Background: an optimization exercise with open tools, aiming at small area, a short achievable clock period and few clock cycles per item. Do not read the settings as production practice.

Setup of 07-14:
==> flow/design.v <==
package rlfe_pkg;
  localparam logic CMD_COLOR = 1'b0;
  localparam logic CMD_TICK  = 1'b1;
  localparam logic [7:0] FADE_INTERVAL_RESET = 8'd15;
  localparam int         NUM_CH              = 4;
endpackage
import rlfe_pkg::*;
module rgbw_linear_fade_engine #(
  parameter int LEVEL_BITS = 10
) (
  input  logic                  clk,
  input  logic                  rst,
  input  logic                  in_valid,
  output logic                  in_ready,
  input  logic                  cmd,
  input  logic [LEVEL_BITS-1:0] channel_0,
  input  logic [LEVEL_BITS-1:0] channel_1,
  input  logic [LEVEL_BITS-1:0] channel_2,
  input  logic [LEVEL_BITS-1:0] channel_3,
  input  logic                  fade_on,
  output logic                  out_valid,
  input  logic                  out_ready,
  output logic [LEVEL_BITS-1:0] drive_0,
  output logic [LEVEL_BITS-1:0] drive_1,
  output logic [LEVEL_BITS-1:0] drive_2,
  output logic [LEVEL_BITS-1:0] drive_3,
  output logic                  fade_done,
  input  logic                  cfg_valid,
  output logic                  cfg_ready,
  input  logic [7:0]            cfg_data
);
  localparam int LB = LEVEL_BITS;
  logic [7:0]    interval_q;
  logic [7:0]    tick_q;
  logic [LB-1:0] target_q [NUM_CH];
  logic [LB-1:0] mag_q    [NUM_CH];    
  logic          dir_q    [NUM_CH];    
  logic [LB:0]   d_q      [NUM_CH];    
  logic [LB-1:0] level_q  [NUM_CH];
  logic [LB:0]   nneg_q;               
  logic          nd_q;                 
  logic [LB-1:0] rem_q;                
  logic          s1_q;                 
  logic          ini_q;                
  logic          fading_q;
  logic          out_valid_q;
  logic          done_q;
  logic          in_ready_q;
  logic          pcolor_q;             
  logic          pfade_q;
  logic          pstep_q;              
  logic          pdone_q;
  logic [1:0]    win_q;                
  logic          hit_q;                
  logic [LB-1:0] in_lv    [NUM_CH];
  logic [LB:0]   sum      [NUM_CH];
  logic [LB-1:0] lvl_step [NUM_CH];
  logic          zero     [NUM_CH];    
  logic [LB:0]   key      [NUM_CH];
  logic [LB:0]   max01, max23, max_key;
  logic          same;
  assign in_lv[0] = channel_0;
  assign in_lv[1] = channel_1;
  assign in_lv[2] = channel_2;
  assign in_lv[3] = channel_3;
  assign cfg_ready = 1'b1;
  assign in_ready  = in_ready_q;
  assign out_valid = out_valid_q;
  assign fade_done = done_q;
  assign drive_0   = level_q[0];
  assign drive_1   = level_q[1];
  assign drive_2   = level_q[2];
  assign drive_3   = level_q[3];
  logic       accept, acc_color, acc_tick, out_free, step_acc;
  logic [7:0] tick_inc, interval_eff;
  logic       step_done, color_done;
  logic       app_color, app_step, app_step_now;
  logic       fading_next, pcolor_next, pstep_next, out_valid_next, stall_next;
  logic [1:0] win_next;
  assign accept    = in_valid & in_ready_q;
  assign acc_color = accept & (cmd == CMD_COLOR);
  assign acc_tick  = accept & (cmd == CMD_TICK);
  assign out_free  = ~out_valid_q | out_ready;
  assign interval_eff = (interval_q == 8'd0) ? 8'd1 : interval_q;
  assign tick_inc     = tick_q + 8'd1;
  assign step_acc     = acc_tick & fading_q & hit_q;
  assign step_done    = nd_q ? (rem_q == LB'(0)) : (rem_q == LB'(1));
  always_comb begin
    same = 1'b1;
    for (int c = 0; c < NUM_CH; c++)
      if (!zero[c]) same = 1'b0;
  end
  assign color_done = ~pfade_q | same;
  assign app_color    = pcolor_q & out_free;
  assign app_step_now = step_acc & out_free;
  assign app_step     = (step_acc | pstep_q) & out_free;
  assign pcolor_next    = acc_color | (pcolor_q & ~out_free);
  assign pstep_next     = (step_acc | pstep_q) & ~out_free;
  assign out_valid_next = (app_color | app_step) | (out_valid_q & ~out_ready);
  always_comb begin
    fading_next = fading_q;
    if (acc_color) fading_next = fade_on;
    else if (app_color) fading_next = ~color_done;
    else if (step_acc) fading_next = ~step_done;
  end
  logic [8:0] tick_p1, tick_p2;
  logic       h_same, h_inc, h_zero, hit_next, fading_cons;
  assign tick_p1  = {1'b0, tick_q} + 9'd1;
  assign tick_p2  = {1'b0, tick_q} + 9'd2;
  assign h_same   = tick_p1 >= {1'b0, interval_eff};
  assign h_inc    = tick_p2 >= {1'b0, interval_eff};
  assign h_zero   = interval_q <= 8'd1;
  always_comb begin
    if (acc_color) hit_next = h_zero;
    else if (acc_tick & fading_q) hit_next = hit_q ? h_zero : h_inc;
    else hit_next = h_same;
  end
  assign fading_cons = acc_color ? fade_on : app_color ? pfade_q : fading_next;
  assign win_next    = acc_color ? 2'd3 : app_color ? 2'd2 :
                       (win_q != 2'd0) ? win_q - 2'd1 : 2'd0;
  assign stall_next  = (win_next != 2'd0) & fading_cons & hit_next;
  always_comb begin
    for (int c = 0; c < NUM_CH; c++) begin
      logic          ge;
      logic [LB:0]   p, q, r, cs, cc;
      logic [LB-1:0] x;
      logic          run;
      ge = ~d_q[c][LB];
      p   = d_q[c];
      q   = {pcolor_q, mag_q[c]};
      r   = ((ini_q | ge) & ~pcolor_q) ? nneg_q : '0;
      cs  = p ^ q ^ r;
      cc  = {(p[LB-1:0] & q[LB-1:0]) | (p[LB-1:0] & r[LB-1:0]) | (q[LB-1:0] & r[LB-1:0]),
             pcolor_q | dir_q[c]};
      sum[c]  = cs + cc;
      zero[c] = &cs[LB-1:0];    
      x   = level_q[c] ^ {LB{dir_q[c]}};
      run = ge;
      for (int b = 0; b < LB; b++) begin
        lvl_step[c][b] = level_q[c][b] ^ run;
        run = run & x[b];
      end
      key[c] = {mag_q[c], dir_q[c]};
    end
    max01   = (key[0] > key[1]) ? key[0] : key[1];
    max23   = (key[2] > key[3]) ? key[2] : key[3];
    max_key = (max01 > max23) ? max01 : max23;
  end
  always_ff @(posedge clk) begin
    if (rst) begin
      interval_q  <= FADE_INTERVAL_RESET;
      tick_q      <= '0;
      fading_q    <= 1'b0;
      out_valid_q <= 1'b0;
      in_ready_q  <= 1'b1;
      pcolor_q    <= 1'b0;
      pstep_q     <= 1'b0;
      win_q       <= '0;
      hit_q       <= 1'b0;
      for (int c = 0; c < NUM_CH; c++) target_q[c] <= '0;
    end else begin
      if (cfg_valid) interval_q <= cfg_data;
      fading_q <= fading_next;
      if (acc_color) tick_q <= '0;
      else if (acc_tick & fading_q) tick_q <= hit_q ? 8'd0 : tick_inc;
      hit_q <= hit_next;
      for (int c = 0; c < NUM_CH; c++)
        if (acc_color) target_q[c] <= in_lv[c];
      out_valid_q <= out_valid_next;
      pcolor_q    <= pcolor_next;
      pstep_q     <= pstep_next;
      win_q       <= win_next;
      in_ready_q  <= ~pstep_next & ~(pcolor_next & out_valid_next) & ~stall_next & ~cfg_valid;
    end
  end
  always_ff @(posedge clk) begin
    s1_q  <= app_color;
    ini_q <= s1_q;
    if (s1_q) begin
      rem_q  <= max_key[LB:1];
      nd_q   <= max_key[0];
      nneg_q <= ~{1'b0, max_key[LB:1]};
    end else begin
      if (step_acc) rem_q <= rem_q - LB'(1);
      if (ini_q) nneg_q <= nneg_q + {{LB{1'b0}}, ~nd_q};
    end
    if (acc_color) pfade_q <= fade_on;
    if (step_acc) pdone_q <= step_done;
    for (int c = 0; c < NUM_CH; c++) begin
      if (acc_color) mag_q[c] <= ~target_q[c];
      else if (app_color) mag_q[c] <= sum[c][LB-1:0] ^ {LB{sum[c][LB]}};
      if (app_color) dir_q[c] <= sum[c][LB];
      if (acc_color) d_q[c] <= {1'b0, in_lv[c]};
      else if (s1_q & ~pcolor_q) d_q[c] <= {{LB{1'b0}}, ~max_key[0]};
      else if ((ini_q & ~pcolor_q) | app_step) d_q[c] <= sum[c];
      if (app_color) level_q[c] <= pfade_q ? ~mag_q[c] : target_q[c];
      else if (app_step) level_q[c] <= lvl_step[c];
    end
    if (app_color) done_q <= color_done;
    else if (app_step_now) done_q <= step_done;
    else if (app_step) done_q <= pdone_q;
  end
endmodule
make LEC_CHECK=0 CAP_MARGIN=20 CORE_MARGIN=2 CORE_UTILIZATION=40 SETUP_SLACK_MARGIN=5 SLEW_MARGIN=20 finish   # period 8.5 ns
run.sh (not shown) runs the stock make flow with config.mk's settings and CLKGATE_MAP_FILE= SYNTH_SCRIPT=/design/flow/synth_recipe.tcl, a recipe that flattens the netlist after the stock synthesis.
07-14 closes out successfully: all stages finished, all timing, DRC and antenna checks passed.
Here is what was changed in the inputs of 03-09 compared with 07-14.
--- a/flow/design.v
+++ b/flow/design.v
@@ -34,14 +34,14 @@
   logic [7:0]    tick_q;
   logic [LB-1:0] target_q [NUM_CH];
   logic [LB-1:0] mag_q    [NUM_CH];    
   logic          dir_q    [NUM_CH];    
   logic [LB:0]   d_q      [NUM_CH];    
   logic [LB-1:0] level_q  [NUM_CH];
-  logic [LB:0]   nneg_q;               
-  logic          nd_q;                 
+  logic [LB-1:0] nc_q;                 
+  logic          nd_q;
   logic [LB-1:0] rem_q;                
   logic          s1_q;                 
   logic          ini_q;                
   logic          fading_q;
   logic          out_valid_q;
   logic          done_q;
@@ -52,13 +52,13 @@
   logic          pdone_q;
   logic [1:0]    win_q;                
   logic          hit_q;                
   logic [LB-1:0] in_lv    [NUM_CH];
   logic [LB:0]   sum      [NUM_CH];
   logic [LB-1:0] lvl_step [NUM_CH];
-  logic          zero     [NUM_CH];    
+  logic          zero     [NUM_CH];
   logic [LB:0]   key      [NUM_CH];
   logic [LB:0]   max01, max23, max_key;
   logic          same;
   assign in_lv[0] = channel_0;
   assign in_lv[1] = channel_1;
   assign in_lv[2] = channel_2;
@@ -120,23 +120,25 @@
                        (win_q != 2'd0) ? win_q - 2'd1 : 2'd0;
   assign stall_next  = (win_next != 2'd0) & fading_cons & hit_next;
   always_comb begin
     for (int c = 0; c < NUM_CH; c++) begin
       logic          ge;
       logic [LB:0]   p, q, r, cs, cc;
+      logic          cin;
       logic [LB-1:0] x;
       logic          run;
       ge = ~d_q[c][LB];
-      p   = d_q[c];
-      q   = {pcolor_q, mag_q[c]};
-      r   = ((ini_q | ge) & ~pcolor_q) ? nneg_q : '0;
+      p   = pcolor_q ? {1'b0, target_q[c]} : ini_q ? '0 : d_q[c];
+      q   = {1'b0, mag_q[c]} ^ {(LB+1){pcolor_q}};
+      r   = ((ini_q | ge) & ~pcolor_q) ? {1'b1, ~nc_q} : '0;
       cs  = p ^ q ^ r;
       cc  = {(p[LB-1:0] & q[LB-1:0]) | (p[LB-1:0] & r[LB-1:0]) | (q[LB-1:0] & r[LB-1:0]),
              pcolor_q | dir_q[c]};
-      sum[c]  = cs + cc;
-      zero[c] = &cs[LB-1:0];    
+      cin = (ini_q | ge) & ~pcolor_q & ~nd_q;
+      sum[c]  = cs + cc + (LB+1)'(cin);
+      zero[c] = sum[c] == '0;
       x   = level_q[c] ^ {LB{dir_q[c]}};
       run = ge;
       for (int b = 0; b < LB; b++) begin
         lvl_step[c][b] = level_q[c][b] ^ run;
         run = run & x[b];
       end
@@ -173,31 +175,25 @@
       in_ready_q  <= ~pstep_next & ~(pcolor_next & out_valid_next) & ~stall_next & ~cfg_valid;
     end
   end
   always_ff @(posedge clk) begin
     s1_q  <= app_color;
     ini_q <= s1_q;
-    if (s1_q) begin
-      rem_q  <= max_key[LB:1];
-      nd_q   <= max_key[0];
-      nneg_q <= ~{1'b0, max_key[LB:1]};
-    end else begin
-      if (step_acc) rem_q <= rem_q - LB'(1);
-      if (ini_q) nneg_q <= nneg_q + {{LB{1'b0}}, ~nd_q};
-    end
+    if (ini_q) rem_q <= nc_q;
+    else if (step_acc) rem_q <= rem_q - LB'(1);
     if (acc_color) pfade_q <= fade_on;
     if (step_acc) pdone_q <= step_done;
     for (int c = 0; c < NUM_CH; c++) begin
-      if (acc_color) mag_q[c] <= ~target_q[c];
+      if (acc_color) mag_q[c] <= target_q[c];
       else if (app_color) mag_q[c] <= sum[c][LB-1:0] ^ {LB{sum[c][LB]}};
       if (app_color) dir_q[c] <= sum[c][LB];
-      if (acc_color) d_q[c] <= {1'b0, in_lv[c]};
-      else if (s1_q & ~pcolor_q) d_q[c] <= {{LB{1'b0}}, ~max_key[0]};
-      else if ((ini_q & ~pcolor_q) | app_step) d_q[c] <= sum[c];
-      if (app_color) level_q[c] <= pfade_q ? ~mag_q[c] : target_q[c];
+      if (ini_q | app_step) d_q[c] <= sum[c];
+      if (app_color) level_q[c] <= pfade_q ? mag_q[c] : target_q[c];
       else if (app_step) level_q[c] <= lvl_step[c];
     end
     if (app_color) done_q <= color_done;
     else if (app_step_now) done_q <= step_done;
     else if (app_step) done_q <= pdone_q;
+    nc_q <= max_key[LB:1];
+    nd_q <= max_key[0];
   end
 endmodule
Notes after the runs:
Of 03-09 and 07-14, it is 03-09 that has the higher area enclosed by the die boundary.
Between 07-14 and 03-09, number of signal-net buffers in the layout is higher for 07-14, 03-09 comes in under that.
Comparing 07-14 with 03-09, the first-iteration DRC count came out essentially unchanged.
Row final non-filler cell area: 03-09 lower / 07-14 higher
Of 07-14 and 03-09, the run reporting the lower data arrival time of the critical path was 07-14.
Per-instance average area after synthesis of 07-14 is on par with 03-09.
No run of this note included a check of the RTL's function; only the layout flow was run.

## afterwards: timing with drivers on the ports
Ports are ideal in the flow. The routed layouts listed here were re-timed in OpenROAD. Step 1 sets driving cells, clkbuf_16 on the clock port and buf_2 on the other inputs (assumed; they add their load-dependent delay and slew). Step 2 moves the port delays by t, midway between the first and last clock arrival at a register: inputs arrive t later, outputs are due t later. That takes back most of the time a late clock gives input paths. Slacks: no drivers / after step 1 / after step 2; pairs: no drivers / after step 1.
| run | shift t [ns] | slack for setup (ns) | worst setup path at the end | worst data-port slew with drivers (ns) |
|---|---|---|---|---|
| 07-14 | 0.586 | 4.521 / 4.521 / 4.451 | input to register | 0.07 |
| 03-09 | 0.587 | 4.464 / 4.464 / 4.464 | register to register | 0.07 |
After both steps setup and hold are still met in every run listed. For 07-14, which loses most, drivers alone change the setup slack by 0.000 ns; drivers and shift together by -0.070 ns.
